What follows belongs to an exercise in optimizing a design on an open flow for small area and a short achievable clock period; a production flow would make more cautious choices. The RTL was checked by simulation tests, not by an equivalence proof against the original design. No driver is modelled on the clock port, so clocking that relies on it looks cheaper here than on a real chip. No activity file was given, so power comes from the tool's default toggle rates.

// rvCore
module rvCore #(
    parameter logic [31:0] resetAddr = 32'h0000_0000
) (
    input  wire logic          clk,
    input  wire logic          arstN,
    output logic [31:0]        instrAddr,
    input  wire logic [31:0]   instr,
    output logic [31:0]        dataAddr,
    output logic [31:0]        writeData,
    output logic               memWrite,
    input  wire logic [31:0]   readData
);
For scale: roughly 50,000 µm² of cells after synthesis.
export LEC_CHECK = 0
export CAP_MARGIN = 20
export CORE_MARGIN = 2
export CORE_UTILIZATION = 35
export PLACE_DENSITY = 0.55
export SETUP_SLACK_MARGIN = 3
export SLEW_MARGIN = 20
export SYNTH_HIERARCHICAL = 1
export SYNTH_MINIMUM_KEEP_SIZE = 0
create_clock -name core_clock -period 10.0 [get_ports {clk}]
standard.sh (not shown) runs the stock make flow with config.mk's settings and CLKGATE_MAP_FILE= SYNTH_SCRIPT=/design/flow/synth_recipe.tcl, a recipe that flattens the netlist after the stock synthesis.
==> flow/flow/run.sh <==
#!/bin/bash
# Layout flow: the standard synthesis and layout (standard.sh), with
# these changes after synthesis:
#  - before global placement, combinational cells go back to their
#    smallest size (flow/downsize.tcl); repair sizes up what it needs,
#  - repair may resize a cell to any footprint (MATCH_CELL_FOOTPRINT=0),
#  - ports are buffered with buf_2 cells, which repair then sizes,
#  - clock tree synthesis inserts no dummy loads and clusters up to 20
#    flip-flops within 100 um per leaf buffer.
# Each step's full output goes to a log file in this folder; ORFS's own
# per-stage logs stay under orfs/logs/.
set -euo pipefail

bash standard.sh synth > synth.log 2>&1

bash standard.sh \
    MATCH_CELL_FOOTPRINT=0 \
    "PRE_GLOBAL_PLACE_TCL=$PWD/flow/downsize.tcl" \
    "BUFFER_PORTS_ARGS=-buffer_cell sky130_fd_sc_hd__buf_2" \
    "CTS_ARGS=-sink_clustering_enable -repair_clock_nets -dont_use_dummy_load -sink_clustering_size 20 -sink_clustering_max_diameter 100" \
    finish > layout.log 2>&1
==> flow/flow/downsize.tcl <==
# Before global placement: put every combinational cell that synthesis gave
# more than the smallest drive strength back to its _1 size (same function,
# same pins). Repair then sizes up only what timing, slew and load need.
# Flip-flops, buffers and tie cells keep their size.
set block [ord::get_db_block]
set db [ord::get_db]
set n 0
foreach inst [$block getInsts] {
  set m [[$inst getMaster] getName]
  if {![regexp {^sky130_fd_sc_hd__([a-z0-9]+)_([0-9]+)$} $m -> base size]} {
    continue
  }
  if {$size <= 1} {
    continue
  }
  if {[regexp {^(df|edf|sdf|dl|sdl|buf|clkbuf|clkdly|dlygate|conb|tap|fill|decap|inv|clkinv)} $base]} {
    continue
  }
  set target [$db findMaster sky130_fd_sc_hd__${base}_1]
  if {$target == "NULL"} {
    continue
  }
  $inst swapMaster $target
  incr n
}
puts "downsize.tcl: $n cells set to their _1 size"
The starting point finished with timing, DRC and antenna clean.
Rerun with:
==> flow/flow/run.sh (replaced) <==
#!/bin/bash
# Layout flow: the standard synthesis and layout (standard.sh), with
# three changes after synthesis:
#  - repair may resize a cell to any footprint (MATCH_CELL_FOOTPRINT=0),
#  - ports are buffered with buf_2 cells, which repair then sizes,
#  - clock tree synthesis inserts no dummy loads.
# Each step's full output goes to a log file in this folder; ORFS's own
# per-stage logs stay under orfs/logs/.
set -euo pipefail

bash standard.sh synth > synth.log 2>&1

bash standard.sh \
    MATCH_CELL_FOOTPRINT=0 \
    "BUFFER_PORTS_ARGS=-buffer_cell sky130_fd_sc_hd__buf_2" \
    "CTS_ARGS=-sink_clustering_enable -repair_clock_nets -dont_use_dummy_load" \
    finish > layout.log 2>&1
removed: flow/flow/downsize.tcl
The changed run completed without violations; utilization is higher by 0.89 points; sequential share of layout area is lower by 0.77 points; area after synthesis does not change; maximum frequency is lower by 2.7%.

rvCore, a different RTL version from the one above (not shown whole).
Size in the first run: ~5,200 cells after synthesis, roughly 160 I/O pins, roughly 0.056 mm2 of cells after synthesis.
==> flow/design.v (excerpt) <==
module rvCore #(
    parameter logic [31:0] resetAddr = 32'h0000_0000
) (
    input  wire logic          clk,
    input  wire logic          arstN,
    output logic [31:0]        instrAddr,
    input  wire logic [31:0]   instr,
    output logic [31:0]        dataAddr,
    output logic [31:0]        writeData,
    output logic               memWrite,
    input  wire logic [31:0]   readData
);
export LEC_CHECK = 0
export CAP_MARGIN = 20
export CORE_MARGIN = 2
export CORE_UTILIZATION = 50
export PLACE_DENSITY = 0.75
export SETUP_SLACK_MARGIN = 3
export SLEW_MARGIN = 20
export SYNTH_HIERARCHICAL = 1
export SYNTH_MINIMUM_KEEP_SIZE = 0
export TNS_END_PERCENT = 10
create_clock -name core_clock -period 10.0 [get_ports {clk}]
==> flow/flow/run.sh <==
#!/bin/bash
# Layout flow: the standard synthesis and layout (standard.sh), with
# these changes after synthesis:
#  - before global placement, combinational cells go back to their
#    smallest size (flow/downsize.tcl),
#  - before clock tree synthesis, gates on near-critical paths are sized
#    to their placed load (flow/size.tcl); repair then does the rest,
#  - repair may resize a cell to any footprint (MATCH_CELL_FOOTPRINT=0),
#  - ports are buffered with buf_2 cells, which repair then sizes,
#  - clock tree synthesis inserts no dummy loads and clusters up to 24
#    flip-flops within 120 um per leaf buffer.
# Each step's full output goes to a log file in this folder; ORFS's own
# per-stage logs stay under orfs/logs/.
set -euo pipefail

bash standard.sh synth > synth.log 2>&1

bash standard.sh \
    MATCH_CELL_FOOTPRINT=0 \
    "PRE_GLOBAL_PLACE_TCL=$PWD/flow/downsize.tcl" \
    "PRE_CTS_TCL=$PWD/flow/size.tcl" \
    "BUFFER_PORTS_ARGS=-buffer_cell sky130_fd_sc_hd__buf_2" \
    "CTS_ARGS=-sink_clustering_enable -repair_clock_nets -dont_use_dummy_load -sink_clustering_size 24 -sink_clustering_max_diameter 120" \
    finish > layout.log 2>&1
Other scripts of this flow, unchanged in this note and not shown: flow/flow/downsize.tcl, flow/flow/size.tcl
Change:
--- a/flow/flow/run.sh
+++ b/flow/flow/run.sh
@@ -10,2 +10,2 @@
-#  - clock tree synthesis inserts no dummy loads and clusters up to 24
-#    flip-flops within 120 um per leaf buffer.
+#  - clock tree synthesis inserts no dummy loads and clusters up to 20
+#    flip-flops within 100 um per leaf buffer.
@@ -23 +23 @@
-    "CTS_ARGS=-sink_clustering_enable -repair_clock_nets -dont_use_dummy_load -sink_clustering_size 24 -sink_clustering_max_diameter 120" \
+    "CTS_ARGS=-sink_clustering_enable -repair_clock_nets -dont_use_dummy_load -sink_clustering_size 20 -sink_clustering_max_diameter 100" \
After rerunning: Total power rises by 2.1%. Clock power rises by about 8%. Critical path depth falls by 2. Register-to-register slack is better by 0.04 ns. Global-route usage rises by 0.10 points. Design area is about the same. Synthesized cell count stays the same. Synthesized area stays the same.

==> separate check: timing with driven ports <==
The results above use ideal ports. As a check the final layouts listed here were re-extracted and re-timed, cells and wires unchanged.
Step 1, drivers: a clkbuf_16 drives clk and a buf_2 each remaining input, both assumed.
Step 2 times the ports against the registers' clock, not the clock port: input delays grow and output delays shrink by t, the midpoint of the rising clock arrivals with the driver on.
Three values: no drivers, after step 1, after step 2; two values: the first two.
run | t, ns | setup slack, ns | hold WS [ns] | worst data-port slew with drivers (ns)
the first run of note 1 | 0.787 | 2.467 / 2.296 / 2.296 | 0.501 / 0.501 / 0.501 | 0.20
the second run of note 1 | 0.805 | 2.256 / 2.116 / 2.116 | 0.476 / 0.476 / 0.476 | 0.22
the first run of note 2 | 0.774 | 2.874 / 2.717 / 2.214 | 0.504 / 0.504 / 0.504 | 0.18
the second run of note 2 | 0.795 | 2.877 / 2.724 / 2.221 | 0.504 / 0.504 / 0.504 | 0.17
After both steps setup and hold are still met in every run listed. The setup slack of the first run of note 2, which loses most, moves by -0.157 ns with the drivers and by -0.660 ns with both steps.
